This design comes from an exercise in tuning for small area and a short achievable clock period on the open sky130 flow, not from production work.
At most, simulation tests tie the RTL to the original design; equivalence was not proved.
Function not checked in run 4: the RTL went through the layout flow alone.
Power figures rest on the tool's default switching activity, not on a simulated workload.

$ cat flow/design.v
module note_sequencer #(
  parameter int DEPTH     = 64,
  parameter int DUR_W     = 16,
  parameter int TICK_DIV  = 16,
  parameter int DEB_TICKS = 10
) (
  input  logic                         clk,
  input  logic                         rst_n,
  input  logic [4:0]                   key_code,
  input  logic                         rec_n,
  input  logic                         play_n,
  input  logic                         stop_n,
  output logic [4:0]                   note_out,
  output logic [1:0]                   state_out,
  output logic                         full,
  output logic [$clog2(DEPTH+1)-1:0]   evt_count
);
  localparam int CW  = $clog2(DEPTH+1);
  localparam int AW  = (DEPTH > 1) ? $clog2(DEPTH) : 1;
  localparam int TW  = (TICK_DIV > 1) ? $clog2(TICK_DIV) : 1;
  localparam int DBW = $clog2(DEB_TICKS+1);
  localparam int EW  = 5 + DUR_W;
  localparam int RL  = DEPTH - 2;            
  localparam logic [4:0] SILENCE = 5'b11111;
  typedef enum logic [1:0] {S_IDLE = 2'b00, S_REC = 2'b01, S_PLAY = 2'b10} state_t;
  state_t            state;
  logic [4:0]        key_s1, key_s2;
  logic [2:0]        btn_s1, btn_s2;
  logic [2:0]        press;
  logic              stop_p, rec_p, play_p;
  logic [TW-1:0]     tick_cnt;
  logic              tick, tick_nx;
  logic [4:0]        cand, stable;
  logic [DBW-1:0]    deb_cnt, deb_next;
  logic              chg;
  logic [4:0]        note_n;                 
  logic [DUR_W-1:0]  dur, dur_plus, dur_m, dur_step, dur_nx;
  logic              dnz, dmax, d1;          
  logic [AW-1:0]     addr;
  logic [CW-1:0]     addr_inc;
  logic              pload;
  logic [EW-1:0]     wr_data, pdata;
  logic              wr_en, wr_ring, sat, rec_close, full_hit, last, pdone, idle_rec, play_go;
  logic              d_clr, d_ld, d_step;
  logic [EW-1:0]     slot0, slot1;           
  logic [EW-1:0]     ring  [RL];             
  logic [EW-1:0]     ring_d [RL];
  logic [EW-1:0]     wbuf;                   
  logic              wpend, wpend_nx;
  logic [5:0]        wpos;                   
  logic [5:0]        npos;                   
  logic [EW-1:0]     nxt;                    
  logic [5:0]        rpos;                   
  logic [5:0]        ph;                     
  logic [5:0]        ph_nx, ph_pv, wpos_nx, rpos_nx, npos_nx1, npos_nx2;
  logic [4:0]        wtap, rtap;             
  logic [EW-1:0]     tap_d [5];
  logic [EW-1:0]     cap_d;
  always_ff @(posedge clk) begin
    key_s1 <= key_code;
    key_s2 <= key_s1;
  end
  always_ff @(posedge clk or negedge rst_n) begin
    if (!rst_n) begin
      btn_s1 <= 3'b111;
      btn_s2 <= 3'b111;
      press  <= 3'b000;
    end else begin
      btn_s1 <= {stop_n, rec_n, play_n};
      btn_s2 <= btn_s1;
      press  <= btn_s2 & ~btn_s1;
    end
  end
  assign stop_p = press[2];
  assign rec_p  = press[1];
  assign play_p = press[0];
  assign tick_nx = (tick_cnt == TW'(TICK_DIV-2));
  always_ff @(posedge clk or negedge rst_n) begin
    if (!rst_n) begin
      tick_cnt <= '0;
      tick     <= 1'b0;
    end else begin
      tick_cnt <= tick_cnt + 1'b1;
      tick     <= tick_nx;
    end
  end
  always_comb begin
    deb_next = DBW'(1);
    if (key_s2 == cand)
      deb_next = (deb_cnt == DBW'(DEB_TICKS)) ? deb_cnt : deb_cnt + 1'b1;
  end
  always_ff @(posedge clk or negedge rst_n) begin
    if (!rst_n) begin
      cand    <= SILENCE;
      stable  <= SILENCE;
      deb_cnt <= '0;
    end else begin
      if (tick) begin
        cand    <= key_s2;
        deb_cnt <= deb_next;
        if (deb_next >= DBW'(DEB_TICKS) && key_s2 != stable) begin
          stable <= key_s2;
        end
      end
    end
  end
  always_ff @(posedge clk)
    chg <= tick && deb_next >= DBW'(DEB_TICKS) && key_s2 != stable;
  always_comb begin
    dur_m     = {DUR_W{state == S_PLAY}};
    dur_step  = dur_m ^ ((dur ^ dur_m) + 1'b1);
    dur_plus  = dur;
    sat       = dmax;
    rec_close = (state == S_REC) && (chg || sat || stop_p);
    wr_en     = rec_close && dnz;
    wr_ring   = wr_en && (evt_count[AW-1:1] != '0);
    wr_data   = {note_out, dur_plus};
    full_hit  = wr_en && (evt_count == CW'(DEPTH-1));
    idle_rec  = !stop_p && rec_p;
    play_go   = !stop_p && !rec_p && play_p && (evt_count != '0);
    addr_inc  = CW'(addr) + 1'b1;
    last      = (addr_inc == evt_count);
    pdone     = (state == S_PLAY) && !pload && tick && d1;
    pdata     = nxt;
    d_clr     = ((state == S_IDLE) && idle_rec) || ((state == S_REC) && rec_close);
    d_ld      = (state == S_PLAY) && pload && !stop_p;
    d_step    = (tick_nx && state == S_REC) || (tick && state == S_PLAY && !pload);
    dur_nx    = d_clr ? DUR_W'(tick_nx) : d_ld ? pdata[DUR_W-1:0] : d_step ? dur_step : dur;
  end
  always_comb begin
    ph_nx    = (ph   == 6'(RL-1)) ? 6'd0 : ph   + 6'd1;
    ph_pv    = (ph   == 6'd0) ? 6'(RL-1) : ph - 6'd1;
    npos_nx1 = (npos == 6'(RL-1)) ? 6'd0 : npos + 6'd1;
    npos_nx2 = (npos == 6'(RL-2)) ? 6'd0 : (npos == 6'(RL-1)) ? 6'd1 : npos + 6'd2;
    wpos_nx  = wr_ring ? npos_nx1 : ((wpos == 6'(RL-1)) ? 6'd0 : wpos + 6'd1);
    wpend_nx = wr_ring || (wpend && !(|wtap));
    if (state != S_PLAY)
      rpos_nx = ph_nx;
    else if (pload && addr[AW-1:1] != '0 && !stop_p)
      rpos_nx = (rpos == 6'(RL-2)) ? 6'd0 : (rpos == 6'(RL-1)) ? 6'd1 : rpos + 6'd2;
    else
      rpos_nx = (rpos == 6'(RL-1)) ? 6'd0 : rpos + 6'd1;
    for (int j = 0; j < RL; j++) ring_d[j] = ring[(j + RL - 1) % RL];
    tap_d[0] = wtap[0] ? wbuf : ring[0];
    tap_d[1] = wtap[1] ? wbuf : ring[13];
    tap_d[2] = wtap[2] ? wbuf : ring[26];
    tap_d[3] = wtap[3] ? wbuf : ring[38];
    tap_d[4] = wtap[4] ? wbuf : ring[50];
    ring_d[1]  = tap_d[0];
    ring_d[14] = tap_d[1];
    ring_d[27] = tap_d[2];
    ring_d[39] = tap_d[3];
    ring_d[51] = tap_d[4];
    cap_d = '0;
    for (int k = 0; k < 5; k++) cap_d = cap_d | ({EW{rtap[k]}} & tap_d[k]);
  end
  always_ff @(posedge clk) begin
    for (int j = 0; j < RL; j++) ring[j] <= ring_d[j];
    if (state != S_PLAY)
      nxt <= slot0;
    else if (pload && addr == AW'(0))
      nxt <= slot1;
    else if (|rtap && addr != AW'(0))
      nxt <= cap_d;
    if (wr_en && evt_count[AW-1:0] == AW'(0)) slot0 <= wr_data;
    if (wr_en && evt_count[AW-1:0] == AW'(1)) slot1 <= wr_data;
    if (wr_en) wbuf <= wr_data;
  end
  always_ff @(posedge clk or negedge rst_n) begin
    if (!rst_n) begin
      ph    <= '0;
      wpend <= 1'b0;
      wtap  <= '0;
    end else begin
      ph    <= ph_nx;
      wpend <= wpend_nx;
      wtap  <= {5{wpend_nx}} & {wpos_nx == 6'd50, wpos_nx == 6'd38, wpos_nx == 6'd26,
                                wpos_nx == 6'd13, wpos_nx == 6'd0};
    end
  end
  always_ff @(posedge clk) begin
    if ((state == S_IDLE) && idle_rec) npos <= ph_pv;
    else if (wr_en)                    npos <= npos_nx2;
    else                               npos <= npos_nx1;
  end
  always_ff @(posedge clk) begin
    wpos <= wpos_nx;
    rpos <= rpos_nx;
    rtap <= {rpos_nx == 6'd50, rpos_nx == 6'd38, rpos_nx == 6'd26, rpos_nx == 6'd13,
             rpos_nx == 6'd0};
  end
  always_ff @(posedge clk or negedge rst_n) begin
    if (!rst_n) begin
      state     <= S_IDLE;
      note_n    <= '0;
      full      <= 1'b0;
      evt_count <= '0;
    end else begin
      case (state)
        S_IDLE: begin
          note_n <= ~stable;
          if (idle_rec) begin
            state     <= S_REC;
            evt_count <= '0;
            full      <= 1'b0;
          end else if (play_go) begin
            state <= S_PLAY;
          end
        end
        S_REC: begin
          note_n <= ~stable;
          if (wr_en) evt_count <= evt_count + 1'b1;
          if (full_hit) begin
            full  <= 1'b1;
            state <= S_IDLE;
          end else if (stop_p) begin
            state <= S_IDLE;
          end
        end
        S_PLAY: begin
          if (stop_p) begin
            state  <= S_IDLE;
            note_n <= ~stable;
          end else if (pload) begin
            note_n <= ~pdata[EW-1:DUR_W];
          end else if (pdone && last) begin
            state <= S_IDLE;
          end
        end
        default: state <= S_IDLE;
      endcase
    end
  end
  assign note_out = ~note_n;
  always_ff @(posedge clk) begin
    dur  <= dur_nx;
    dnz  <= tick_nx || (!d_clr && dnz);
    dmax <= tick_nx && !d_clr && (dur == {{(DUR_W-1){1'b1}}, 1'b0});
    d1   <= !d_clr && (d_ld ? (pdata[DUR_W-1:0] == DUR_W'(1)) :
                       d_step ? (dur == DUR_W'(2)) : d1);
    case (state)
      S_IDLE: begin
        if (!idle_rec && play_go) begin
          addr  <= '0;
          pload <= 1'b1;
        end
      end
      S_PLAY: begin
        if (stop_p) begin
          pload <= 1'b0;
        end else if (pload) begin
          pload <= 1'b0;
        end else if (pdone && !last) begin
          addr  <= addr + 1'b1;
          pload <= 1'b1;
        end
      end
      default: ;
    endcase
  end
  assign state_out = state;
endmodule
$ cat flow/run.sh
#!/bin/bash
# synth_recipe.tcl (not shown) runs the flow's synth.tcl, then flattens the netlist and writes it again
# the make line also repeats each setting of config.mk as NAME=value (left out here)
make -C /OpenROAD-flow-scripts/flow DESIGN_CONFIG=/design/flow/config.mk WORK_HOME=/design/flow/orfs CLKGATE_MAP_FILE= SYNTH_SCRIPT=/design/flow/synth_recipe.tcl finish
$ cat flow/config.mk
export PLATFORM = sky130hd
export DESIGN_NAME = note_sequencer
export DESIGN_NICKNAME = note_sequencer
export VERILOG_FILES = /design/flow/design.v
export SDC_FILE = /design/flow/constraint.sdc
export NUM_CORES = 4
export LEC_CHECK = 0
export ABC_AREA = 1
export CAP_MARGIN = 20
export CORE_MARGIN = 2
export CORE_UTILIZATION = 60
export CTS_CLUSTER_DIAMETER = 80
export CTS_CLUSTER_SIZE = 30
export SETUP_SLACK_MARGIN = 2.75
export SLEW_MARGIN = 20
$ cat flow/constraint.sdc
create_clock -name core_clock -period 5.0 [get_ports {clk}]
set_input_delay 1.0000 -clock core_clock [delete_from_list [all_inputs] [get_ports {clk}]]
set_output_delay 1.0000 -clock core_clock [all_outputs]
set_load 0.01 [all_outputs]
==> impl_metrics.ini, run 1 <==
[die]
rows = 91
fp.dieW_um = 253
die_h_um = 253
ioPinCount = 25
coreArea_um2 = 61500
dieArea_um2 = 64000
start_util_pct = 60.5

[grt]
antenna_found_initial = 1
grt_max_degree = 58
track_usage_pct = 19.6
grt_pass1_wl_um = 96600
overflow = 0
grt_pass1_vias = 17176

[placed_design]
dpl.hpwl_um = 37200
place_area_um2 = 38300
io_buffers = 24
gp_congestion = 0.849

[setup_path]
critPathMaxFanout = 2
worstSetupStartpointType = flip-flop
critical_path_buf_inv_count = 2
worst_setup_path_end_kind = primary output
cp.arrival_ns = 1.34
crit_family = flip-flops
worst-setup-path-type = reg2out
slowest_delay_ns = 0.38
path_cells = clkinvlp_4 -> buf_6
crit_slowest_cell = dfrtp_1
required_ns = 4.00

[layout]
area_delta_synth_final_pct = 8.63
antenna_cells = 0
drive_gt1_share_pct = 7.86
final_net_count = 2878
final_util_pct = 65.7
finalInstanceArea_um2 = 40400

[power_and_ir_drop]
switching_share_pct = 23.3
p_switching_mw = 4.61
p_int_mw = 15.2
ir_worst_vdd_mv = 0.449
power.density_nw_per_um2 = 490
p_seq_share_pct = 64.7
p_leak_nw = 16.5
combPwrFrac_pct = 7.3
clock_power_share_pct = 27.9

[yosys]
synth_most_common_cell = dfxtp_1
syn_avg_cell_area_um2 = 13.5
synth_compound_area_share_pct = 3.52
synth_top_family_by_area = simple AND/OR/NAND/NOR gates
synth_area_leader_cell = dfxtp_1
syn_area_um2 = 37200
synth_xor_area_share_pct = 0.706
syn-num-nets = 2798
ys.flop_type = dfxtp_1
synth_common_cells = dfxtp_1, nand2_1, nor2_1, o21ai_0, inv_1
synthCells = 2764
ys_ff_latch = 1501
synth_top_area_share_pct = 72.8
yosysSeqAreaShare_pct = 84.1
yosysUniqueCellTypes = 49
yosys_warnings = 4
synth.area.top_cells = dfxtp_1, edfxtp_1, nand2_1, dfrtp_1, o21ai_0
synthSimpleGateAreaFrac_pct = 8.78
synthArstFlopShare_pct = 3.66
synthAdderAreaFrac_pct = 0.807
synth-edff-count = 93
synthMuxAreaShare_pct = 0.0269

[cts]
path_clk_slew_ns = 0.11
cts-buffers-inserted = 57
clkLatencyLatePin_ns = 0.67
cts_sinks = 1501
h-tree-depth = 2
cts_root_buf = clkbuf_16
clockBufferDepth = 3
cts_tree = done

[timing]
min_period_over_period_pct = 46.7
finalHoldViolCount = 0
finClkSkew_ns = 0.0352
rsz0062_at_grt = yes
max_freq_mhz = 428
period_needed_ns = 2.34
maxSlewViolCount = 0
setup_viol = 0
tns_ns = 0
worstMarginPinSlew_ns = 0.995
relSlewSlack_pct = 33.7

[flow_run]
cap_viol_max_count = 0

[routing]
vias = 17898
drtIter0Drc = 1369
postRouteAntennaNets = 0
drc = 0
drt-vias-per-instance = 4.90
wl_per_cell_um = 17.0
drt_wl_total_um = 62100
dr.pass1.iters = 8

[worst_hold_path]
hp-class = reg2reg

[status]
outcome = complete, no violations
-- power groups by stage --
stage | sequential, mW | combinational [mW] | clock [mW]
after global placement | 13.1 | 1.25 | 0
after global routing | 12.9 | 1.64 | 6.12
after detailed placement | 13.1 | 1.28 | 0
after CTS | 12.8 | 1.39 | 5.68
final | 12.8 | 1.45 | 5.53
after floorplan | 13.0 | 0.946 | 0
-- routing by layer --
metal  wire [um]  track usage (%)  share of wire, %
met4        1190             4.85               1.9
met1       31400             29.8                51
met5           0                0                 0
met3        2860             2.89               4.6
met2       26700             29.6                43
-- flip-flops by register name (all words and copies together) (netlist names), 6 cells and up --
register	flops
dur	16
rpos	6
wbuf	21
wpos	6
ring	1302
addr	6
evt_count	7
npos	6
ph	6
slot0	21
slot1	21
nxt	21
-- stage by stage --
stage / total power [mW] / setup slack (ns) / instances / hold slack, ns
floorplan: 13.9 / 2.85 / 2764 / 0.310
global placement: 14.3 / 1.79 / 3538 / 0.309
detailed placement: 14.4 / 1.61 / 3538 / 0.312
CTS: 19.9 / 2.51 / 3646 / 0.296
global route: 20.6 / 2.59 / 3654 / 0.309
finish: 19.8 / 2.66 / 3654 / 0.304
-- final cells by class --
cell class | count | area [um2]
clock inverters | 8 | 104
inverters | 139 | 542
repair inverters | 1 | 7.51
clock buffers | 71 | 1510
repair buffers | 70 | 666
fillers | 4536 | 21100
well taps | 790 | 988
flip-flops and latches | 1501 | 31300
multi-input cells | 1074 | 5300
-- logic make-up (layout without fill, tap and decap cells) --
family	count (synthesis)	count (layout)
mux	1	1
fa+ha+maj	24	24
buf+inv	192	289
xor+xnor	30	30
flops	1501	1501
simple gates	771	774
compound gates	245	245
-- timing repair --
| item | CTS | global route |
|---|---|---|
| cloned | 2 | 2 |
| pin swaps | 5 | 4 |
| hold buffers | 0 | 0 |
| endpoints found under the hold margin | 0 | 0 |
| setup buffers | 27 | 6 |
| setup endpoints to repair | 130 | 99 |
| gates resized for setup | 97 | 30 |
-- layout by cell type, fill, tap and decap left out, types with 11 or more instances in the layout --
master and instances:
o21ai_1 13, nor2_4 12, clkbuf_1 12, nand2_2 11
nand4_1 40, o21ai_0 138, nand3_1 71, dfstp_2 16
nor2_1 159, ha_1 24, dfrtp_1 30, dfxtp_1 1350
xor2_1 23, edfxtp_1 93, buf_6 18, clkbuf_16 58
nand2_1 437, buf_4 37, a21oi_1 66, inv_1 125
-- final timing paths --
kind	depth (start not counted)	endpoint	slack, ns	startpoint
max	2	note_out[4]	2.66	note_n[4]$_DFFE_PN0P_
min	0	ring[50][3]$_DFF_P_	0.30	ring[49][3]$_DFF_P_
max reg2reg	3	nxt[6]$_DFFE_PP_	2.77	rtap[0]$_DFF_P_
max in group asynchronous	2	wtap[0]$_DFF_PN0_	3.97	rst_n
min reg2reg	0	ring[50][3]$_DFF_P_	0.30	ring[49][3]$_DFF_P_
min in group asynchronous	2	deb_cnt[0]$_DFFE_PN0P_	0.45	rst_n
==> run 2, diff against run 1 <==
--- a/flow/config.mk
+++ b/flow/config.mk
@@ -6,5 +6,4 @@
 export NUM_CORES = 4
 export LEC_CHECK = 0
-export ABC_AREA = 1
 export CAP_MARGIN = 20
 export CORE_MARGIN = 2
@@ -12,4 +11,4 @@
 export CTS_CLUSTER_DIAMETER = 80
 export CTS_CLUSTER_SIZE = 30
-export SETUP_SLACK_MARGIN = 2.75
+export SETUP_SLACK_MARGIN = 3.0
 export SLEW_MARGIN = 20
==> impl_metrics.ini, run 2 <==
[status]
outcome = complete, no violations

[placed_design]
gp_congestion = 0.830
dpl.hpwl_um = 34800
dp_slack_ns = 2.10
io_buffers = 24

[cts]
cts_sinks = 1501
holdBufCountCts = 0
path_clk_slew_ns = 0.11
clkLatencyLatePin_ns = 0.66
clockBufferDepth = 3
cts_tree = done
cts_root_buf = clkbuf_16
cts-buffers-inserted = 57
h-tree-depth = 2

[grt]
track_usage_pct = 19.4
grt_max_degree = 56
overflow = 0
grt_pass1_wl_um = 92700
grt_pass1_vias = 15949
antenna_found_initial = 2

[layout]
final_net_count = 2524
top_register = ring
nFillCells = 4094
area_delta_synth_final_pct = 13.6
largest_reg_flops = 1302
final_common_cell = dfxtp_1
final_cell_mix = dfxtp_1, mux2_2, buf_4, edfxtp_1, nand2_1
drive_gt1_share_pct = 20.6

[worst_hold_path]
hp-class = reg2reg
min_to = ring[37][16]$_DFF_P_
whs_path_depth = 0
hold_path.startpoint = ring[36][16]$_DFF_P_

[setup_path]
worstSetupStartpointType = flip-flop
worst_setup_path_end_kind = primary output
crit_family = flip-flops
crit_slowest_cell = dfrtp_2
r2r_start = state[1]$_DFFE_PN0P_
path_common_cell = buf_6
slowest_delay_ns = 0.42
r2r_cells = 10
timing.rr.end = rtap[3]$_DFF_P_
critical_path_buf_inv_count = 2
path_cells = buf_6 -> buf_6
required_ns = 4.00
worst-setup-path-type = reg2out
cp.arrival_ns = 1.30
worstSetupPathDepth = 2
reg2reg_slack_ns = 2.73
critPathMaxFanout = 2

[routing]
vias = 16607
drc = 0
drt-vias-per-instance = 5.04
drtIter0Drc = 1159
dr.pass1.iters = 6
drt_wl_total_um = 62700
wl_per_cell_um = 19.0
postRouteAntennaNets = 0

[timing]
finalHoldViolCount = 0
finClkSkew_ns = 0.0224
rsz0062_at_grt = yes
tns_ns = 0
period_needed_ns = 2.30
worstMarginPinSlew_ns = 0.853
relSlewSlack_pct = 43.1
setup_slack_ns = 2.70
max_freq_mhz = 435
setup_viol = 0
whs_ns = 0.323
maxSlewViolCount = 0
min_period_over_period_pct = 46.0

[power_and_ir_drop]
p_total_mw = 19.2
ir_worst_vdd_mv = 0.376
power.density_nw_per_um2 = 460
p_leak_nw = 16.6

[die]
ioPinCount = 25
rows = 90
dieArea_um2 = 63200
die_h_um = 251
start_util_pct = 60.7
fp.dieW_um = 251
coreArea_um2 = 60500

[yosys]
synthArstFlopShare_pct = 3.66
syn_avg_cell_area_um2 = 16.0
synth.area.top_cells = dfxtp_1, edfxtp_1, mux2_2, dfrtp_1, dfstp_2
syn-num-nets = 2332
ys.flop_type = dfxtp_1
synth_area_leader_cell = dfxtp_1
synth-edff-count = 93
yosysSeqAreaShare_pct = 85.2
synth_most_common_cell = dfxtp_1
synth_top_area_share_pct = 73.8
synth_common_cells = dfxtp_1, mux2_2, edfxtp_1, nand2_1, o21ai_0
ys_ff_latch = 1501
syn_area_um2 = 36700
yosysUniqueCellTypes = 80
synthCells = 2298
yosys_warnings = 4

[flow_run]
cap_viol_max_count = 0
[run 2: changes by cell type after synthesis, moves of 18 or more]
cell / delta
nor2_1: -114
nand2_1: -357
o21ai_0: -59
inv_1: -96
mux2_2: +115
a222oi_1: +21
a21oi_1: -47
nand4_1: -30
a22oi_1: +18
xnor2_1: +19
[run 2: where the power goes]
group	leakage, nW	switching, mW	total (mW)	internal (mW)
registers	12.4	0.219	12.5	12.3
clock network	0.792	3.35	5.54	2.20
logic	3.34	0.600	1.11	0.513
total	16.6	4.17	19.2	15.0
[run 2: what timing repair did]
item                                    in CTS  in global routing
buffers inserted                            92                 48
cloned                                       7                  6
endpoints found under the setup margin     191                142
pin swaps                                   35                 62
gates resized for setup                    197                 92
[run 2: routing by layer]
layer | routed length [um] | part of all wire, % | global-route usage [%]
met4 | 1440 | 2.3 | 5.46
met1 | 30700 | 49 | 28.9
met2 | 27300 | 44 | 29.4
met3 | 3260 | 5.2 | 3.58
met5 | 0 | 0 | 0
[run 2: area by class of cell]
type                    instances  area (um2)  area share (%)
diodes                          1        2.50         0.00600
inverters                      37         160           0.384
well taps                     782         978            2.35
clock buffers                  74        1520            3.65
flip-flops and latches       1501       31300            75.1
repair inverters                2        17.5          0.0420
repair buffers                179        1750            4.19
clock inverters                 8         104           0.249
multi-input cells             712        5850            14.0
[run 2: worst max path at each step]
stage,startpoint,end,slack [ns]
floorplan,addr[5]$_SDFFCE_PN0P_,rtap[3]$_DFF_P_,2.87
global placement,press[2]$_DFF_PN0_,wtap[0]$_DFF_PN0_,1.82
detailed placement,wtap[1]$_DFF_PN0_,wtap[0]$_DFF_PN0_,2.10
CTS,note_n[1]$_DFFE_PN0P_,note_out[1],2.69
global route,evt_count[1]$_DFFE_PN0P_,wtap[3]$_DFF_PN0_,2.61
finish,evt_count[1]$_DFFE_PN0P_,evt_count[1],2.70
[run 2: cells by family after synthesis]
group | Yosys count | share of synthesized area, %
compound gates | 211 | 3.96
flops | 1501 | 85.2
simple gates | 301 | 4.20
buf+inv | 93 | 1.01
xor+xnor | 51 | 1.25
mux | 117 | 3.58
fa+ha+maj | 24 | 0.818
[run 2: per-stage QoR]
| stage | cells | cell area [um2] | util [%] |
|---|---|---|---|
| final | 3296 | 41700 | 69.0 |
| after global routing | 3295 | 41700 | 69.0 |
| after CTS | 3241 | 40900 | 67.6 |
| after detailed placement | 3060 | 37900 | 62.6 |
| after global placement | 3059 | 37800 | 62.6 |
| after floorplan | 2298 | 36800 | - |
==> run 3, diff against run 2 <==
--- a/flow/config.mk
+++ b/flow/config.mk
@@ -11,4 +11,4 @@
 export CTS_CLUSTER_DIAMETER = 80
 export CTS_CLUSTER_SIZE = 30
-export SETUP_SLACK_MARGIN = 3.0
+export SETUP_SLACK_MARGIN = 2.5
 export SLEW_MARGIN = 20
==> impl_metrics.ini, run 3 <==
[grt]
antenna_found_initial = 0
track_usage_pct = 18.0
grt_pass1_wl_um = 87200
grt_max_degree = 40
grt_pass1_vias = 15524
overflow = 0

[cts]
cts_root_buf = clkbuf_16
clkLatencyLatePin_ns = 0.64
cts-buffers-inserted = 56
h-tree-depth = 2
cts_sinks = 1501
path_clk_slew_ns = 0.11
cts_tree = done
holdBufCountCts = 0
clockBufferDepth = 3

[placed_design]
placedCellCount = 3060
io_buffers = 24
place_area_um2 = 37800
dpl.hpwl_um = 33900
dp_slack_ns = 1.60
gp_congestion = 0.829

[yosys]
ys_ff_latch = 1501
syn-num-nets = 2332
synth.area.top_cells = dfxtp_1, edfxtp_1, mux2_2, dfrtp_1, dfstp_2
synth_area_leader_cell = dfxtp_1
synth_top_area_share_pct = 73.8
synth_common_cells = dfxtp_1, mux2_2, edfxtp_1, nand2_1, o21ai_0
ys.flop_type = dfxtp_1
synthSimpleGateAreaFrac_pct = 4.20
yosysUniqueCellTypes = 80
yosysSeqAreaShare_pct = 85.2
synthAdderAreaFrac_pct = 0.818
synth-edff-count = 93
syn_area_um2 = 36700
synth_compound_area_share_pct = 3.96
yosys_warnings = 4
synth_top_family_by_area = simple AND/OR/NAND/NOR gates
synthArstFlopShare_pct = 3.66
syn_avg_cell_area_um2 = 16.0
synthMuxAreaShare_pct = 3.58
synthCells = 2298
synth_most_common_cell = dfxtp_1
synth_xor_area_share_pct = 1.25

[timing]
setup_slack_ns = 2.57
worstMarginPinSlew_ns = 0.897
rsz0062_at_grt = yes
min_period_over_period_pct = 48.6
maxSlewViolCount = 0
period_needed_ns = 2.43
finClkSkew_ns = 0.0156
max_freq_mhz = 412
relSlewSlack_pct = 40.2
setup_viol = 0
whs_ns = 0.326
finalHoldViolCount = 0
tns_ns = 0

[routing]
vias = 15906
drc = 0
postRouteAntennaNets = 0
wl_per_cell_um = 17.7
drt-vias-per-instance = 5.04
drtIter0Drc = 965
drt_wl_total_um = 55900
dr.pass1.iters = 5

[die]
start_util_pct = 60.7
fp.dieW_um = 251
rows = 90
die_h_um = 251
dieArea_um2 = 63200
coreArea_um2 = 60500
ioPinCount = 25

[layout]
antenna_cells = 0
final_util_pct = 65.5
final_cell_count_no_fill = 3154
final_common_cell = dfxtp_1
final_cell_mix = dfxtp_1, mux2_2, edfxtp_1, nand2_1, o21ai_0
drive_gt1_share_pct = 11.9
finalInstanceArea_um2 = 39600
final_net_count = 2389
area_delta_synth_final_pct = 7.80
largest_reg_flops = 1302
top_register = ring

[worst_hold_path]
hp-class = reg2reg

[setup_path]
cp.arrival_ns = 1.43
required_ns = 4.00
timing.rr.end = rtap[3]$_DFF_P_
r2r_start = press[2]$_DFF_PN0_
cp-startpoint = note_n[4]$_DFFE_PN0P_
r2r_cells = 6
worstSetupStartpointType = flip-flop
crit_end = note_out[4]
worst_setup_path_end_kind = primary output
critPathMaxFanout = 5
worst-setup-path-type = reg2out
reg2reg_slack_ns = 2.64

[power_and_ir_drop]
p_total_mw = 18.6
ir_worst_vdd_mv = 0.326
power.density_nw_per_um2 = 469
p_leak_nw = 15.6

[status]
outcome = complete, no violations

[flow_run]
cap_viol_max_count = 0
[run 3: cell count changes in the layout (fill, tap and decap cells not counted), moves of 8 or more]
cell and delta:
o21ai_0 +16, o21ai_1 -14, buf_6 -42, buf_12 -10, inv_1 +8, dlygate4sd2_1 +11, buf_4 -81, nand3_1 +9
[run 3: report_power, final]
part | internal, mW | switching (mW) | total (mW)
logic | 0.287 | 0.410 | 0.696
clock network | 2.11 | 3.24 | 5.35
registers | 12.3 | 0.203 | 12.5
[run 3: cell families (layout without fill, tap and decap cells)]
group / Yosys count / count (layout)
flip-flops: 1501 / 1501
AND/OR/NAND/NOR: 301 / 303
AO/OA/AOI/OAI: 211 / 211
multiplexers: 117 / 117
buffers and inverters: 93 / 165
XOR/XNOR: 51 / 51
adder cells (fa/ha/maj): 24 / 24
[run 3: repair_timing]
action / in CTS / in global routing
setup buffers: 12 / 5
setup endpoints to repair: 126 / 41
resized for setup: 48 / 14
gates cloned: 1 / 1
pin swaps: 0 / 2
[run 3: critical path, cell delays in order, from the launching register on]
cell and delay [ns]:
dfrtp_1 0.39, inv_2 0.13, clkdlybuf4s15_1 0.26
[run 3: layer usage]
layer / global-route usage [%] / vias to the layer above / wire length [um]
met4: 4.90 / 0 / 1400
met5: 0 / - / 0
met2: 26.9 / 289 / 23300
met1: 27.2 / 7744 / 28900
met3: 2.98 / 86 / 2290
li1: - / 7787 / -
[run 3: layout make-up]
type | count | area (um2)
Clock buffer | 69 | 1470
Clock inverter | 6 | 56.3
Fill cell | 4274 | 20900
Inverter | 37 | 144
Multi-Input combinational cell | 706 | 5190
Sequential cell | 1501 | 31300
Tap cell | 782 | 978
Timing Repair Buffer | 53 | 434
[run 3: worst min-delay path by stage]
stage                              start              endpoint  depth (start not counted)
floorplan              key_s1[0]$_DFF_P_     key_s2[0]$_DFF_P_                          0
global placement     ring[56][4]$_DFF_P_   ring[57][4]$_DFF_P_                          0
detailed placement     key_s1[3]$_DFF_P_     key_s2[3]$_DFF_P_                          0
CTS                  ring[41][4]$_DFF_P_   ring[42][4]$_DFF_P_                          0
global route        ring[34][20]$_DFF_P_  ring[35][20]$_DFF_P_                          0
finish               ring[37][1]$_DFF_P_   ring[38][1]$_DFF_P_                          0
==> run 4, diff against run 3 <==
--- a/flow/design.v
+++ b/flow/design.v
@@ -54,4 +54,6 @@
   logic [5:0]        ph;                     
   logic [5:0]        ph_nx, ph_pv, wpos_nx, rpos_nx, npos_nx1, npos_nx2;
+  logic [4:0]        ph_t1, npos_t1, wpos_t1, rpos_t1, rpos_t2;
+  logic              r_adv2;
   logic [4:0]        wtap, rtap;             
   logic [EW-1:0]     tap_d [5];
@@ -135,7 +137,13 @@
     wpos_nx  = wr_ring ? npos_nx1 : ((wpos == 6'(RL-1)) ? 6'd0 : wpos + 6'd1);
     wpend_nx = wr_ring || (wpend && !(|wtap));
+    ph_t1    = {ph   == 6'd49, ph   == 6'd37, ph   == 6'd25, ph   == 6'd12, ph   == 6'(RL-1)};
+    npos_t1  = {npos == 6'd49, npos == 6'd37, npos == 6'd25, npos == 6'd12, npos == 6'(RL-1)};
+    wpos_t1  = {wpos == 6'd49, wpos == 6'd37, wpos == 6'd25, wpos == 6'd12, wpos == 6'(RL-1)};
+    rpos_t1  = {rpos == 6'd49, rpos == 6'd37, rpos == 6'd25, rpos == 6'd12, rpos == 6'(RL-1)};
+    rpos_t2  = {rpos == 6'd48, rpos == 6'd36, rpos == 6'd24, rpos == 6'd11, rpos == 6'(RL-2)};
+    r_adv2   = pload && addr[AW-1:1] != '0 && !stop_p;
     if (state != S_PLAY)
       rpos_nx = ph_nx;
-    else if (pload && addr[AW-1:1] != '0 && !stop_p)
+    else if (r_adv2)
       rpos_nx = (rpos == 6'(RL-2)) ? 6'd0 : (rpos == 6'(RL-1)) ? 6'd1 : rpos + 6'd2;
     else
@@ -175,6 +183,5 @@
       ph    <= ph_nx;
       wpend <= wpend_nx;
-      wtap  <= {5{wpend_nx}} & {wpos_nx == 6'd50, wpos_nx == 6'd38, wpos_nx == 6'd26,
-                                wpos_nx == 6'd13, wpos_nx == 6'd0};
+      wtap  <= wr_ring ? npos_t1 : (wpend && !(|wtap)) ? wpos_t1 : 5'b0;
     end
   end
@@ -187,6 +194,5 @@
     wpos <= wpos_nx;
     rpos <= rpos_nx;
-    rtap <= {rpos_nx == 6'd50, rpos_nx == 6'd38, rpos_nx == 6'd26, rpos_nx == 6'd13,
-             rpos_nx == 6'd0};
+    rtap <= (state != S_PLAY) ? ph_t1 : r_adv2 ? rpos_t2 : rpos_t1;
   end
   always_ff @(posedge clk or negedge rst_n) begin
--- a/flow/config.mk
+++ b/flow/config.mk
@@ -11,4 +11,4 @@
 export CTS_CLUSTER_DIAMETER = 80
 export CTS_CLUSTER_SIZE = 30
-export SETUP_SLACK_MARGIN = 2.5
+export SETUP_SLACK_MARGIN = 2.75
 export SLEW_MARGIN = 20
==> impl_metrics.ini, run 4 <==
[worst_hold_path]
hp-class = reg2reg

[yosys]
synth-edff-count = 94
synthArstFlopShare_pct = 3.66
yosysSeqAreaShare_pct = 85.1
synth.area.top_cells = dfxtp_1, edfxtp_1, mux2_2, dfrtp_1, o21ai_0
synth_most_common_cell = dfxtp_1
syn_avg_cell_area_um2 = 15.8
yosys_warnings = 4
synthCells = 2326
syn-num-nets = 2361
syn_area_um2 = 36700
ys.flop_type = dfxtp_1
yosysUniqueCellTypes = 60
ys_ff_latch = 1501
synth_common_cells = dfxtp_1, mux2_2, edfxtp_1, o21ai_0, nand2_1
synth_area_leader_cell = dfxtp_1
synth_top_area_share_pct = 73.7

[layout]
largest_reg_flops = 1302
final_common_cell = dfxtp_1
drive_gt1_share_pct = 13.9
antenna_cells = 0
final_util_pct = 66.4
nFillCells = 4266
top_register = ring
area_delta_synth_final_pct = 9.23
final_cell_mix = dfxtp_1, mux2_2, edfxtp_1, o21ai_0, nand2_1
final_net_count = 2449

[timing]
max_freq_mhz = 437
tns_ns = 0
finClkSkew_ns = 0.0330
min_period_over_period_pct = 45.8
worstMarginPinSlew_ns = 0.765
relSlewSlack_pct = 48.9
rsz0062_at_grt = yes
setup_viol = 0
maxSlewViolCount = 0
period_needed_ns = 2.29
finalHoldViolCount = 0

[power_and_ir_drop]
p_int_mw = 14.8
p_seq_share_pct = 66.7
ir_worst_vdd_mv = 0.303
p_leak_nw = 15.8
clock_power_share_pct = 29.4
power.density_nw_per_um2 = 468
p_switching_mw = 3.96
switching_share_pct = 21.1
combPwrFrac_pct = 3.9

[die]
rows = 90
coreArea_um2 = 60500
die_h_um = 251
fp.dieW_um = 251
start_util_pct = 60.8
dieArea_um2 = 63200
ioPinCount = 25

[placed_design]
dpl.hpwl_um = 34000
gp_congestion = 0.803
io_buffers = 24

[routing]
wl_per_cell_um = 18.4
postRouteAntennaNets = 0
drt_wl_total_um = 59000
dr.pass1.iters = 5
vias = 16222
drc = 0
drt-vias-per-instance = 5.05
drtIter0Drc = 1167

[grt]
grt_max_degree = 56
overflow = 0
track_usage_pct = 18.4
grt_pass1_wl_um = 89100
antenna_found_initial = 0
grt_pass1_vias = 15462

[setup_path]
critPathMaxFanout = 8
cp.arrival_ns = 2.85
required_ns = 5.56
worst-setup-path-type = reg2reg
worst_setup_path_end_kind = flip-flop
worstSetupStartpointType = flip-flop

[cts]
cts_sinks = 1501
cts_tree = done
cts-buffers-inserted = 57
clockBufferDepth = 3
holdBufCountCts = 0
path_clk_slew_ns = 0.11
h-tree-depth = 2
clkLatencyLatePin_ns = 0.66
cts_root_buf = clkbuf_16

[status]
outcome = complete, no violations

[flow_run]
cap_viol_max_count = 0
[run 4: cell types whose count changed after synthesis, sizes merged, moves of 5 or more]
cell    delta
clkbuf    +17
o31ai      +6
nor2      +16
nand2      -6
a311oi     +5
nand3      +9
buf        -9
nor3       -6
o22ai      +6
o21ai      +7
inv        -6
a21oi      +8
[run 4: logic make-up after synthesis]
group	count (synthesis)	share of synthesized area [%]
DFF	1501	85.1
and+or+nand+nor	310	4.18
AOI/OAI and AO/OA	224	3.96
muxes	118	3.61
buffers and inverters	95	1.01
xor gates and xnor gates	53	1.26
adders and majority gates	25	0.851
[run 4: area by class of cell]
class	count	area (um2)	share of cell area, %
Inverter	31	120	0.299
Multi-Input combinational cell	740	5400	13.5
Sequential cell	1501	31300	78.0
Clock buffer	69	1500	3.74
Timing Repair Buffer	83	731	1.82
Tap cell	782	978	2.44
Clock inverter	7	100	0.249
[run 4: final timing paths]
kind	startpoint	end	slack [ns]	depth (start not counted)
worst max-delay path	state[0]$_DFFE_PN0P_	dur[10]$_SDFFE_PP0P_	2.71	6
worst min-delay path	ring[44][3]$_DFF_P_	ring[45][3]$_DFF_P_	0.31	0
worst max register to register	state[0]$_DFFE_PN0P_	dur[10]$_SDFFE_PP0P_	2.71	6
worst min register to register	ring[44][3]$_DFF_P_	ring[45][3]$_DFF_P_	0.31	0
max in group asynchronous	rst_n	wtap[1]$_DFF_PN0_	3.94	2
min in group asynchronous	rst_n	deb_cnt[1]$_DFFE_PN0P_	0.47	2
[run 4: timing repair]
action	4_1_cts	5_1_grt
resized for setup	120	30
setup endpoints to repair	164	72
cloned	5	5
buffers inserted	26	18
hold endpoints to repair	0	0
pin swaps	16	10
[run 4: through the flow]
step	worst slack (ns)	power (mW)	cell area [um2]	cells	hold slack (ns)
5_1_grt	2.66	19.5	40100	3213	0.323
3_3_place_gp	1.89	13.4	37800	3083	0.309
6_report	2.71	18.8	40100	3213	0.308
3_5_place_dp	1.79	13.4	37800	3083	0.312
4_1_cts	2.59	18.9	39800	3190	0.313
2_1_floorplan	2.76	13.2	36800	2326	0.310
[run 4: metal layers]
layer | vias up | track usage (%) | routed length, um
li1 | 7939 | - | -
met1 | 7847 | 28.7 | 29900
met2 | 331 | 26.7 | 24600
met3 | 105 | 3.00 | 2950
met4 | 0 | 5.34 | 1590
met5 | - | 0 | 0
[run 4: power by group through the flow]
stage	Sequential, mW	Clock [mW]	Combinational (mW)
6_report	12.5	5.51	0.730
5_1_grt	12.6	6.08	0.810
4_1_cts	12.5	5.68	0.690
3_5_place_dp	12.8	0	0.608
3_3_place_gp	12.8	0	0.603
2_1_floorplan	12.7	0	0.486
[run 4: worst max-delay path, stage by stage, from the launching register on]
cell	delay [ns]
dfrtp_2	0.47
buf_6	0.15
or4b_4	0.52
nor3_4	0.26
o221ai_4	0.19
or3_1	0.34
a311oi_1	0.27
==> run 5, diff against run 4 <==
--- a/flow/design.v
+++ b/flow/design.v
@@ -35,5 +35,5 @@
   logic              chg;
   logic [4:0]        note_n;                 
-  logic [DUR_W-1:0]  dur, dur_plus, dur_m, dur_step, dur_nx;
+  logic [DUR_W-1:0]  dur, dur_plus, dur_step, dur_nx;
   logic              dnz, dmax, d1;          
   logic [AW-1:0]     addr;
@@ -110,6 +110,8 @@
     chg <= tick && deb_next >= DBW'(DEB_TICKS) && key_s2 != stable;
   always_comb begin
-    dur_m     = {DUR_W{state == S_PLAY}};
-    dur_step  = dur_m ^ ((dur ^ dur_m) + 1'b1);
+    if (state == S_PLAY)   
+      dur_step = {dur[0] ^ dur[14] ^ dur[13] ^ dur[11], dur[15:1]};
+    else                   
+      dur_step = {dur[14:0], dur[15] ^ dur[13] ^ dur[12] ^ dur[10]};
     dur_plus  = dur;
     sat       = dmax;
@@ -128,5 +130,5 @@
     d_ld      = (state == S_PLAY) && pload && !stop_p;
     d_step    = (tick_nx && state == S_REC) || (tick && state == S_PLAY && !pload);
-    dur_nx    = d_clr ? DUR_W'(tick_nx) : d_ld ? pdata[DUR_W-1:0] : d_step ? dur_step : dur;
+    dur_nx    = d_clr ? (tick_nx ? 16'h0002 : 16'h0001) : d_ld ? pdata[DUR_W-1:0] : d_step ? dur_step : dur;
   end
   always_comb begin
@@ -242,7 +244,7 @@
     dur  <= dur_nx;
     dnz  <= tick_nx || (!d_clr && dnz);
-    dmax <= tick_nx && !d_clr && (dur == {{(DUR_W-1){1'b1}}, 1'b0});
-    d1   <= !d_clr && (d_ld ? (pdata[DUR_W-1:0] == DUR_W'(1)) :
-                       d_step ? (dur == DUR_W'(2)) : d1);
+    dmax <= tick_nx && !d_clr && (dur == 16'h8000);
+    d1   <= !d_clr && (d_ld ? (pdata[DUR_W-1:0] == 16'h0002) :
+                       d_step ? (dur == 16'h0004) : d1);
     case (state)
       S_IDLE: begin
==> impl_metrics.ini, run 5 <==
[status]
outcome = complete, no violations

[routing]
dr.pass1.iters = 5
drc = 0
postRouteAntennaNets = 0
drt_wl_total_um = 57500
drtIter0Drc = 1076
vias = 15749
wl_per_cell_um = 18.2
drt-vias-per-instance = 4.98

[power_and_ir_drop]
p_total_mw = 18.6
p_int_mw = 14.8
combPwrFrac_pct = 3.6
switching_share_pct = 20.8
power.density_nw_per_um2 = 465
clock_power_share_pct = 29.4
p_seq_share_pct = 67.0
p_switching_mw = 3.88
p_leak_nw = 15.9
ir_worst_vdd_mv = 0.360

[timing]
maxSlewViolCount = 0
setup_viol = 0
finClkSkew_ns = 0.0175
setup_slack_ns = 2.72
min_period_over_period_pct = 45.6
relSlewSlack_pct = 47.9
rsz0062_at_grt = yes
whs_ns = 0.328
max_freq_mhz = 439
worstMarginPinSlew_ns = 0.782
finalHoldViolCount = 0
tns_ns = 0
period_needed_ns = 2.28

[yosys]
synth_top_area_share_pct = 73.0
syn_avg_cell_area_um2 = 16.2
synth-edff-count = 109
syn-num-nets = 2297
synth_area_leader_cell = dfxtp_1
yosysSeqAreaShare_pct = 85.8
ys_ff_latch = 1501
synth.area.top_cells = dfxtp_1, edfxtp_1, mux2_2, dfrtp_1, dfstp_2
yosys_warnings = 4
synth_most_common_cell = dfxtp_1
synthArstFlopShare_pct = 3.66
synthCells = 2263
syn_area_um2 = 36700
yosysUniqueCellTypes = 60
ys.flop_type = dfxtp_1
synth_common_cells = dfxtp_1, mux2_2, edfxtp_1, o21ai_0, nand2_1

[worst_hold_path]
whs_path_depth = 0
hp-class = reg2reg
hold_path.startpoint = ring[58][13]$_DFF_P_
min_to = ring[59][13]$_DFF_P_

[setup_path]
r2r_cells = 8
slowest_delay_ns = 0.41
reg2reg_slack_ns = 2.82
timing.rr.end = wtap[3]$_DFF_PN0_
path_cells = inv_4 -> buf_6
worstSetupStartpointType = flip-flop
cp.arrival_ns = 1.28
critical_path_buf_inv_count = 2
required_ns = 4.00
worst_setup_path_end_kind = primary output
worst-setup-path-type = reg2out
critPathMaxFanout = 5
crit_slowest_cell = dfrtp_1
r2r_start = state[1]$_DFFE_PN0P_
crit_family = flip-flops

[die]
coreArea_um2 = 60400
start_util_pct = 60.7
dieArea_um2 = 63100
fp.dieW_um = 251
die_h_um = 251
rows = 90
ioPinCount = 25

[layout]
final_net_count = 2395
drive_gt1_share_pct = 14.2
final_common_cell = dfxtp_1
final_cell_count_no_fill = 3162
nFillCells = 4259
largest_reg_flops = 1302
antenna_cells = 0
final_util_pct = 66.5
finalInstanceArea_um2 = 40100
area_delta_synth_final_pct = 9.45
top_register = ring
final_cell_mix = dfxtp_1, mux2_2, edfxtp_1, o21ai_0, nand2_1

[cts]
cts_root_buf = clkbuf_16
cts-buffers-inserted = 57
clockBufferDepth = 3
clkLatencyLatePin_ns = 0.65
path_clk_slew_ns = 0.11
cts_sinks = 1501
cts_tree = done
h-tree-depth = 2

[grt]
track_usage_pct = 18.4
antenna_found_initial = 0
overflow = 0
grt_pass1_wl_um = 88700
grt_pass1_vias = 15609
grt_max_degree = 56

[flow_run]
cap_viol_max_count = 0

[placed_design]
gp_congestion = 0.799
io_buffers = 24
dpl.hpwl_um = 34100
place_area_um2 = 37900
placedCellCount = 3030
dp_slack_ns = 1.85
run 5: timing repair:
item,in CTS,in global routing
hold buffers,0,0
pin swaps,2,5
endpoints found under the hold margin,0,0
resized for setup,131,15
setup endpoints to repair,192,77
gates cloned,1,0
buffers inserted,31,22
run 5: cell families (layout without fill, tap and decap cells):
group,Yosys count,after routing,synth area share [%]
muxes,130,130,3.94
and+or+nand+nor,271,272,3.69
DFF,1501,1501,85.8
xor gates and xnor gates,55,55,1.31
adders and majority gates,24,24,0.819
buffers and inverters,85,201,0.894
AOI/OAI and AO/OA,197,197,3.58
run 5: worst max path at each step:
stage | from | cells past startpoint | to
finish | note_n[2]$_DFFE_PN0P_ | 2 | note_out[2]
global route | note_n[2]$_DFFE_PN0P_ | 2 | note_out[2]
CTS | note_n[4]$_DFFE_PN0P_ | 2 | note_out[4]
detailed placement | press[2]$_DFF_PN0_ | 7 | wtap[3]$_DFF_PN0_
global placement | press[2]$_DFF_PN0_ | 7 | wtap[3]$_DFF_PN0_
floorplan | state[0]$_DFFE_PN0P_ | 5 | slot1[0]$_DFFE_PP_
run 5: cell type report:
cell class / count / area, um2 / area share, %
sequential: 1501 / 31500 / 78.4
multi-input combinational: 678 / 5090 / 12.7
clock buffer: 71 / 1500 / 3.74
tap: 782 / 978 / 2.44
timing repair buffer: 97 / 888 / 2.21
inverter: 26 / 106 / 0.265
clock inverter: 7 / 92.6 / 0.231
run 5: layer usage:
layer	vias up	track usage (%)	routed length, um	part of all wire, %
li1	7737	-	-	-
met1	7622	27.3	28300	49
met2	293	27.7	24700	43
met3	97	3.27	2710	4.7
met4	0	6.22	1700	3.0
met5	-	0	0	0
run 5: worst register-to-register path, cell delays in order (launching register included):
cell and delay (ns):
dfrtp_2 0.46, buf_12 0.14, nor2b_2 0.20, nand3_4 0.13
clkinvlp_4 0.14, o21ai_1 0.08, buf_4 0.20, or4b_2 0.64
o21ai_0 0.10
run 5: power by group through the flow:
stage | combinational [mW] | sequential, mW | clock (mW)
floorplan | 0.441 | 12.7 | 0
global placement | 0.556 | 12.8 | 0
detailed placement | 0.578 | 12.8 | 0
CTS | 0.643 | 12.5 | 5.65
global route | 0.743 | 12.5 | 6.08
finish | 0.670 | 12.5 | 5.48
==> run 6, diff against run 5 <==
--- a/flow/config.mk
+++ b/flow/config.mk
@@ -11,4 +11,4 @@
 export CTS_CLUSTER_DIAMETER = 80
 export CTS_CLUSTER_SIZE = 30
-export SETUP_SLACK_MARGIN = 2.75
+export SETUP_SLACK_MARGIN = 2.65
 export SLEW_MARGIN = 20
==> impl_metrics.ini, run 6 <==
[status]
outcome = complete, no violations

[setup_path]
critical_path_buf_inv_count = 1
critPathMaxFanout = 6
path_cells = buf_4
worst-setup-path-type = reg2out
worstSetupStartpointType = flip-flop
reg2reg_slack_ns = 2.76
cp.arrival_ns = 1.29
slowest_delay_ns = 0.47
crit_slowest_cell = dfrtp_2
crit_family = flip-flops
required_ns = 4.00
worst_setup_path_end_kind = primary output

[yosys]
synth_top_area_share_pct = 73.0
synth_area_leader_cell = dfxtp_1
yosysSeqAreaShare_pct = 85.8
synth.area.top_cells = dfxtp_1, edfxtp_1, mux2_2, dfrtp_1, dfstp_2
synth-edff-count = 109
syn_avg_cell_area_um2 = 16.2
yosysUniqueCellTypes = 60
synthArstFlopShare_pct = 3.66
synth_most_common_cell = dfxtp_1
synthCells = 2263
syn_area_um2 = 36700
syn-num-nets = 2297
ys.flop_type = dfxtp_1
ys_ff_latch = 1501
synth_common_cells = dfxtp_1, mux2_2, edfxtp_1, o21ai_0, nand2_1
yosys_warnings = 4

[die]
coreArea_um2 = 60400
die_h_um = 251
start_util_pct = 60.7
dieArea_um2 = 63100
fp.dieW_um = 251
rows = 90
ioPinCount = 25

[cts]
path_clk_slew_ns = 0.10
clockBufferDepth = 3
holdBufCountCts = 0
h-tree-depth = 2
cts_tree = done
cts_sinks = 1501
cts-buffers-inserted = 57
cts_root_buf = clkbuf_16
clkLatencyLatePin_ns = 0.65

[timing]
whs_ns = 0.327
finalHoldViolCount = 0
max_freq_mhz = 437
worstMarginPinSlew_ns = 0.784
finClkSkew_ns = 0.0203
relSlewSlack_pct = 47.8
setup_viol = 0
tns_ns = 0
rsz0062_at_grt = yes
setup_slack_ns = 2.71
min_period_over_period_pct = 45.8
period_needed_ns = 2.29
maxSlewViolCount = 0

[layout]
antenna_cells = 0
final_common_cell = dfxtp_1
drive_gt1_share_pct = 13.4
final_net_count = 2380
nFillCells = 4282
final_cell_count_no_fill = 3147
area_delta_synth_final_pct = 8.79
largest_reg_flops = 1302
final_cell_mix = dfxtp_1, mux2_2, edfxtp_1, o21ai_0, nand2_1
finalInstanceArea_um2 = 39900
top_register = ring

[routing]
drc = 0
dr.pass1.iters = 5
postRouteAntennaNets = 0
drt-vias-per-instance = 4.98
wl_per_cell_um = 18.0
drtIter0Drc = 1044
vias = 15681
drt_wl_total_um = 56600

[placed_design]
io_buffers = 24
gp_congestion = 0.799
placedCellCount = 3030
dpl.hpwl_um = 34100
dp_slack_ns = 1.85
place_area_um2 = 37900

[worst_hold_path]
hp-class = reg2reg

[power_and_ir_drop]
ir_worst_vdd_mv = 0.359
switching_share_pct = 20.8
p_switching_mw = 3.86
p_int_mw = 14.7
clock_power_share_pct = 29.4
p_seq_share_pct = 67.1
combPwrFrac_pct = 3.5
p_leak_nw = 15.8
power.density_nw_per_um2 = 467

[grt]
antenna_found_initial = 0
track_usage_pct = 18.2
grt-busiest-layer = met2
grt_max_degree = 56
grt_pass1_wl_um = 87800
use_met3_pct = 3.12
grtUsageMet2_pct = 27.5
overflow = 0
grt_pass1_vias = 15449
gr-usage-met1_pct = 27.1

[flow_run]
cap_viol_max_count = 0
## run 6: cell counts after synthesis
No cell type changed its count.
## run 6: layout make-up
type,count,area (um2),area share (%)
clock buffer,71,1500,3.76
clock inverter,7,92.6,0.232
inverter,26,106,0.267
multi-input combinational,677,5060,12.7
sequential,1501,31500,78.9
tap,782,978,2.45
timing repair buffer,83,682,1.71
## run 6: final timing paths
| check | from | end | cells past startpoint |
|---|---|---|---|
| max | state[1]$_DFFE_PN0P_ | state_out[1] | 1 |
| min | ring[58][13]$_DFF_P_ | ring[59][13]$_DFF_P_ | 0 |
| max reg2reg | press[2]$_DFF_PN0_ | dur[12]$_SDFFCE_PP0P_ | 5 |
| min reg2reg | ring[58][13]$_DFF_P_ | ring[59][13]$_DFF_P_ | 0 |
| max in group asynchronous | rst_n | wtap[0]$_DFF_PN0_ | 2 |
| min in group asynchronous | rst_n | wtap[2]$_DFF_PN0_ | 2 |
## run 6: timing repair
action	4_1_cts	5_1_grt
endpoints found under the setup margin	162	71
resized for setup	98	18
pin swaps	1	3
setup buffers	28	11
## run 6: metrics by stage
step	power, mW	util [%]
after floorplan	13.1	-
after detailed placement	13.3	62.7
after global placement	13.3	62.6
after CTS	18.8	65.8
after global routing	19.3	66.1
final	18.6	66.1
## run 6: power by group through the flow
stage | registers [mW] | clock network, mW | logic, mW
finish | 12.5 | 5.47 | 0.644
detailed placement | 12.8 | 0 | 0.578
global placement | 12.8 | 0 | 0.556
global route | 12.5 | 6.08 | 0.717
CTS | 12.5 | 5.65 | 0.624
floorplan | 12.7 | 0 | 0.441
## run 6: metal layers
layer / vias up / routed length (um) / share of wire (%)
met3: 90 / 2660 / 4.7
li1: 7709 / - / -
met1: 7625 / 27900 / 49
met5: - / 0 / 0
met4: 0 / 1490 / 2.6
met2: 257 / 24500 / 43
## run 6: logic make-up (layout without fill, tap and decap cells)
group           count (synthesis)  count (layout)  share of synthesized area, %
flops                        1501            1501                          85.8
simple gates                  271             271                          3.69
compound gates                197             197                          3.58
mux                           130             130                          3.94
buf+inv                        85             187                         0.894
xor+xnor                       55              55                          1.31
fa+ha+maj                      24              24                         0.819
==> run 7, diff against run 6 <==
--- a/flow/config.mk
+++ b/flow/config.mk
@@ -8,7 +8,7 @@
 export CAP_MARGIN = 20
 export CORE_MARGIN = 2
-export CORE_UTILIZATION = 60
+export CORE_UTILIZATION = 70
 export CTS_CLUSTER_DIAMETER = 80
 export CTS_CLUSTER_SIZE = 30
-export SETUP_SLACK_MARGIN = 2.65
+export SETUP_SLACK_MARGIN = 2.7
 export SLEW_MARGIN = 20
==> impl_metrics.ini, run 7 <==
[die]
dieArea_um2 = 54200
ioPinCount = 25
start_util_pct = 71.2
rows = 83
die_h_um = 233
fp.dieW_um = 233
coreArea_um2 = 51500

[yosys]
synth_area_leader_cell = dfxtp_1
synth_xor_area_share_pct = 1.31
ys_ff_latch = 1501
yosys_warnings = 4
synth_compound_area_share_pct = 3.58
synth_most_common_cell = dfxtp_1
yosysSeqAreaShare_pct = 85.8
synth_common_cells = dfxtp_1, mux2_2, edfxtp_1, o21ai_0, nand2_1
yosysUniqueCellTypes = 60
synthMuxAreaShare_pct = 3.94
synthAdderAreaFrac_pct = 0.819
syn_area_um2 = 36700
synth_top_family_by_area = multiplexers
synth_top_area_share_pct = 73.0
synthArstFlopShare_pct = 3.66
ys.flop_type = dfxtp_1
synthSimpleGateAreaFrac_pct = 3.69
syn-num-nets = 2297
synthCells = 2263
syn_avg_cell_area_um2 = 16.2
synth.area.top_cells = dfxtp_1, edfxtp_1, mux2_2, dfrtp_1, dfstp_2
synth-edff-count = 109

[timing]
min_period_over_period_pct = 46.2
tns_ns = 0
worstMarginPinSlew_ns = 0.709
maxSlewViolCount = 0
max_freq_mhz = 433
rsz0062_at_grt = yes
relSlewSlack_pct = 52.7
setup_viol = 0
finClkSkew_ns = 0.0262
period_needed_ns = 2.31
finalHoldViolCount = 0

[grt]
grt_pass1_wl_um = 96700
overflow = 0
track_usage_pct = 23.8
antenna_found_initial = 0
grt_pass1_vias = 16597
grt_max_degree = 58

[setup_path]
worst_setup_path_end_kind = primary output
path_common_cell = buf_6
crit_family = flip-flops
critPathMaxFanout = 2
slowest_delay_ns = 0.42
required_ns = 4.00
path_cells = buf_6 -> buf_6
worst-setup-path-type = reg2out
critical_path_buf_inv_count = 2
crit_slowest_cell = dfrtp_2
cp.arrival_ns = 1.31
worstSetupStartpointType = flip-flop

[cts]
clkLatencyLatePin_ns = 0.66
h-tree-depth = 2
cts_root_buf = clkbuf_16
clockBufferDepth = 3
cts-buffers-inserted = 56
path_clk_slew_ns = 0.11
cts_sinks = 1501
holdBufCountCts = 0
cts_tree = done

[layout]
largest_reg_flops = 1302
top_register = ring
final_net_count = 2385
area_delta_synth_final_pct = 8.48
antenna_cells = 0
finalInstanceArea_um2 = 39800
final_cell_mix = dfxtp_1, mux2_2, edfxtp_1, o21ai_0, nand2_1
final_common_cell = dfxtp_1
drive_gt1_share_pct = 13.6

[status]
outcome = complete, no violations

[power_and_ir_drop]
p_total_mw = 18.6
power.density_nw_per_um2 = 468
ir_worst_vdd_mv = 0.358
p_leak_nw = 15.8

[placed_design]
place_area_um2 = 37700
io_buffers = 24
gp_congestion = 0.847
dpl.hpwl_um = 35500

[routing]
postRouteAntennaNets = 0
drc = 0
drt-vias-per-instance = 5.32
vias = 16233
drt_wl_total_um = 63500
wl_per_cell_um = 20.8
drtIter0Drc = 1429
dr.pass1.iters = 9

[worst_hold_path]
hp-class = reg2reg

[flow_run]
cap_viol_max_count = 0
==> run 7: cell counts after synthesis <==
Identical to the previous run, type by type.
==> run 7: through the flow <==
step	hold WS, ns	util (%)	setup WS [ns]	cells
final	0.323	77.2	2.69	3054
after global routing	0.333	77.2	2.64	3054
after CTS	0.323	76.8	2.59	3036
after detailed placement	0.312	73.2	1.81	2928
after global placement	0.310	73.2	1.99	2928
after floorplan	0.310	-	2.63	2263
==> run 7: final cells by class <==
class | count | area (um2)
inverters | 26 | 105
clock inverters | 6 | 81.3
well taps | 680 | 851
flip-flops and latches | 1501 | 31500
repair buffers | 87 | 711
multi-input cells | 679 | 5080
fillers | 2839 | 11700
clock buffers | 75 | 1470
==> run 7: worst register-to-register path, cell delays in order, from the launching register on <==
cell        delay (ns)
dfrtp_2           0.42
buf_4             0.15
nor2b_2           0.20
nand3_4           0.13
clkinvlp_4        0.09
buf_4             0.16
o21ai_1           0.10
buf_4             0.21
or4b_2            0.64
o21ai_0           0.10
==> run 7: cells by family after synthesis <==
group                      after synthesis
AOI/OAI and AO/OA                      197
xor gates and xnor gates                55
adders and majority gates               24
buffers and inverters                   85
DFF                                   1501
muxes                                  130
and+or+nand+nor                        271
==> run 7: timing repair <==
action,4_1_cts,5_1_grt
resized for setup,108,17
setup endpoints to repair,159,79
buffers inserted,26,17
gates cloned,1,1
pin swaps,2,3
hold endpoints to repair,0,0
==> run 7: path summary, 6_finish.rpt <==
path | from | end | slack, ns | cells after the start
setup reg to reg | state[1]$_DFFE_PN0P_ | wtap[3]$_DFF_PN0_ | 2.71 | 9
max in group asynchronous | rst_n | wtap[1]$_DFF_PN0_ | 4.01 | 2
min in group asynchronous | rst_n | deb_cnt[2]$_DFFE_PN0P_ | 0.47 | 2
hold / removal | ring[7][20]$_DFF_P_ | ring[8][20]$_DFF_P_ | 0.32 | 0
hold reg to reg | ring[7][20]$_DFF_P_ | ring[8][20]$_DFF_P_ | 0.32 | 0
setup / recovery | evt_count[2]$_DFFE_PN0P_ | evt_count[2] | 2.69 | 2
==> run 7: power by group <==
part	leakage (nW)	switching, mW	internal [mW]
clock	0.749	3.37	2.11
sequential	12.4	0.197	12.3
combinational	2.59	0.367	0.281
total	15.8	3.94	14.7
==> run 7: metal layers <==
metal | share of wire, % | vias to the layer above | global-route usage, % | routed length [um]
met2 | 48 | 393 | 39.4 | 30500
met1 | 45 | 8002 | 32.8 | 28300
met4 | 2.7 | 0 | 6.55 | 1720
li1 | - | 7724 | - | -
met5 | 0 | - | 0 | 0
met3 | 4.7 | 114 | 4.02 | 2990
==> run 8, diff against run 7 <==
--- a/flow/config.mk
+++ b/flow/config.mk
@@ -8,5 +8,5 @@
 export CAP_MARGIN = 20
 export CORE_MARGIN = 2
-export CORE_UTILIZATION = 70
+export CORE_UTILIZATION = 50
 export CTS_CLUSTER_DIAMETER = 80
 export CTS_CLUSTER_SIZE = 30
==> impl_metrics.ini, run 8 <==
[routing]
drt-vias-per-instance = 4.74
vias = 15726
postRouteAntennaNets = 0
drt_wl_total_um = 56900
drtIter0Drc = 1040
drc = 0
wl_per_cell_um = 17.1
dr.pass1.iters = 5

[placed_design]
dpl.hpwl_um = 33500
io_buffers = 24
dp_slack_ns = 2.05
gp_congestion = 0.807
place_area_um2 = 38000

[setup_path]
reg2reg_slack_ns = 2.75
r2r_start = addr[1]$_SDFFCE_PP0P_
r2r_cells = 6
cp.arrival_ns = 1.29
worstSetupStartpointType = flip-flop
worst_setup_path_end_kind = primary output
worst-setup-path-type = reg2out
required_ns = 4.00
critPathMaxFanout = 5
timing.rr.end = addr[0]$_SDFFCE_PP0P_

[die]
fp.dieW_um = 275
ioPinCount = 25
rows = 99
coreArea_um2 = 72700
dieArea_um2 = 75500
start_util_pct = 50.4
die_h_um = 275

[timing]
max_freq_mhz = 437
period_needed_ns = 2.29
worstMarginPinSlew_ns = 0.851
setup_viol = 0
finClkSkew_ns = 0.0397
maxSlewViolCount = 0
relSlewSlack_pct = 43.1
rsz0062_at_grt = yes
min_period_over_period_pct = 45.8
setup_slack_ns = 2.71
tns_ns = 0
finalHoldViolCount = 0

[power_and_ir_drop]
power.density_nw_per_um2 = 469
p_leak_nw = 15.8
ir_worst_vdd_mv = 0.320
p_total_mw = 18.8

[worst_hold_path]
hold_path.startpoint = ring[17][6]$_DFF_P_
hp-class = reg2reg
whs_path_depth = 0
min_to = ring[18][6]$_DFF_P_

[layout]
final_net_count = 2373
antenna_cells = 0
largest_reg_flops = 1302
final_cell_mix = dfxtp_1, mux2_2, edfxtp_1, o21ai_0, nand2_1
nFillCells = 5712
drive_gt1_share_pct = 13.4
area_delta_synth_final_pct = 9.59
finalInstanceArea_um2 = 40200
seqCellArea_um2 = 31500
multiInputGateArea_um2 = 5130
top_register = ring
final_common_cell = dfxtp_1

[yosys]
synthSimpleGateAreaFrac_pct = 3.69
synthCells = 2263
syn_avg_cell_area_um2 = 16.2
synth_area_leader_cell = dfxtp_1
synth_common_cells = dfxtp_1, mux2_2, edfxtp_1, o21ai_0, nand2_1
synthMuxAreaShare_pct = 3.94
ys.flop_type = dfxtp_1
yosysSeqAreaShare_pct = 85.8
synthArstFlopShare_pct = 3.66
yosys_warnings = 4
syn_area_um2 = 36700
synth-edff-count = 109
synth.area.top_cells = dfxtp_1, edfxtp_1, mux2_2, dfrtp_1, dfstp_2
synthAdderAreaFrac_pct = 0.819
synth_most_common_cell = dfxtp_1
synth_xor_area_share_pct = 1.31
synth_compound_area_share_pct = 3.58
synth_top_family_by_area = multiplexers
yosysUniqueCellTypes = 60
synth_top_area_share_pct = 73.0
syn-num-nets = 2297
ys_ff_latch = 1501

[cts]
clockBufferDepth = 3
h-tree-depth = 2
clkLatencyLatePin_ns = 0.66
cts_sinks = 1501
cts-buffers-inserted = 59
cts_tree = done
path_clk_slew_ns = 0.10
cts_root_buf = clkbuf_16
holdBufCountCts = 0

[grt]
track_usage_pct = 15.0
antenna_found_initial = 0
overflow = 0
grt_pass1_wl_um = 87100
grt_max_degree = 56
grt_pass1_vias = 15309

[flow_run]
cap_viol_max_count = 0

[status]
outcome = complete, no violations
## run 8: cell counts after synthesis
No cell type changed its count.
## run 8: critical path: stages, from the launching register on
cell and delay (ns):
dfrtp_1 0.39, inv_2 0.13, buf_6 0.12
## run 8: area by class of cell
type                            instances  area share (%)
Clock inverter                         11           0.420
Sequential cell                      1501            78.3
Clock buffer                           72            3.85
Inverter                               26           0.249
Timing Repair Buffer                   70            1.45
Multi-Input combinational cell        681            12.8
Tap cell                              959            2.99
## run 8: routing by layer
metal | wire (um) | track usage (%)
met1 | 28600 | 22.3
met2 | 24600 | 22.9
met3 | 2350 | 2.53
met4 | 1300 | 4.03
met5 | 0 | 0
## run 8: stage by stage
stage / std cells / hold slack (ns) / util [%]
floorplan: 2263 / 0.310 / -
global route: 3320 / 0.326 / 55.3
finish: 3320 / 0.320 / 55.3
detailed placement: 3203 / 0.312 / 52.3
CTS: 3310 / 0.325 / 55.1
global placement: 3203 / 0.310 / 52.3
## run 8: what timing repair did
item                       in CTS  in global routing
gates cloned                    3                  1
buffers inserted               21                  9
setup endpoints to repair     178                 79
pin swaps                       4                  5
gates resized for setup       103                 19
## run 8: cell families (layout without fill, tap and decap cells)
group	after synthesis	in the layout
simple gates	271	275
buf+inv	85	179
fa+ha+maj	24	24
flops	1501	1501
xor+xnor	55	55
compound gates	197	197
mux	130	130
## run 8: worst max-delay path by stage
stage	from	endpoint	slack (ns)	depth (start not counted)
final	note_n[1]$_DFFE_PN0P_	note_out[1]	2.71	2
after global routing	note_n[1]$_DFFE_PN0P_	note_out[1]	2.63	2
after CTS	evt_count[3]$_DFFE_PN0P_	evt_count[3]	2.63	1
after detailed placement	addr[2]$_SDFFCE_PP0P_	nxt[11]$_DFFE_PP_	2.05	5
after global placement	press[2]$_DFF_PN0_	dur[5]$_SDFFCE_PP0P_	2.03	5
after floorplan	state[0]$_DFFE_PN0P_	slot1[0]$_DFFE_PP_	2.63	5
## run 8: power by group
group          total [mW]  switching, mW  internal [mW]
Combinational       0.648          0.370          0.278
Clock                5.71           3.44           2.27
Sequential           12.5          0.190           12.3

-- separate check: timing with driven ports --
The flow's constraints put no driver on any port. The routed layouts listed below were extracted and timed again, unchanged, in two steps. Step 1 (the two cells are an assumption about what drives the block):
set clk [get_ports {clk}]
set_driving_cell -lib_cell sky130_fd_sc_hd__clkbuf_16 $clk
set_driving_cell -lib_cell sky130_fd_sc_hd__buf_2 [delete_from_list [all_inputs] $clk]
Step 2 times the ports against the registers' clock, not the clock port: input delays grow and output delays shrink by t, the midpoint of the rising clock arrivals with the driver on. Slacks: no drivers / after step 1 / after step 2; pairs: no drivers / after step 1.
run | t (ns) | slack for setup (ns) | worst register clock-pin slew, ns | worst slew at a driven data input, ns | cell pins on the clock port's net
run 1 | 0.711 | 2.664 / 2.602 / 2.770 | 0.12 / 0.12 | 0.03 | 1
run 2 | 0.716 | 2.702 / 2.639 / 2.730 | 0.11 / 0.11 | 0.03 | 1
run 3 | 0.690 | 2.572 / 2.513 / 2.639 | 0.11 / 0.11 | 0.03 | 1
run 4 | 0.709 | 2.710 / 2.660 / 2.710 | 0.11 / 0.11 | 0.03 | 1
run 5 | 0.701 | 2.721 / 2.658 / 2.825 | 0.11 / 0.11 | 0.03 | 1
run 6 | 0.696 | 2.710 / 2.651 / 2.756 | 0.11 / 0.11 | 0.03 | 1
run 7 | 0.706 | 2.692 / 2.632 / 2.709 | 0.11 / 0.11 | 0.03 | 1
run 8 | 0.702 | 2.712 / 2.652 / 2.747 | 0.11 / 0.11 | 0.03 | 1
After both steps setup and hold are still met in every run listed.
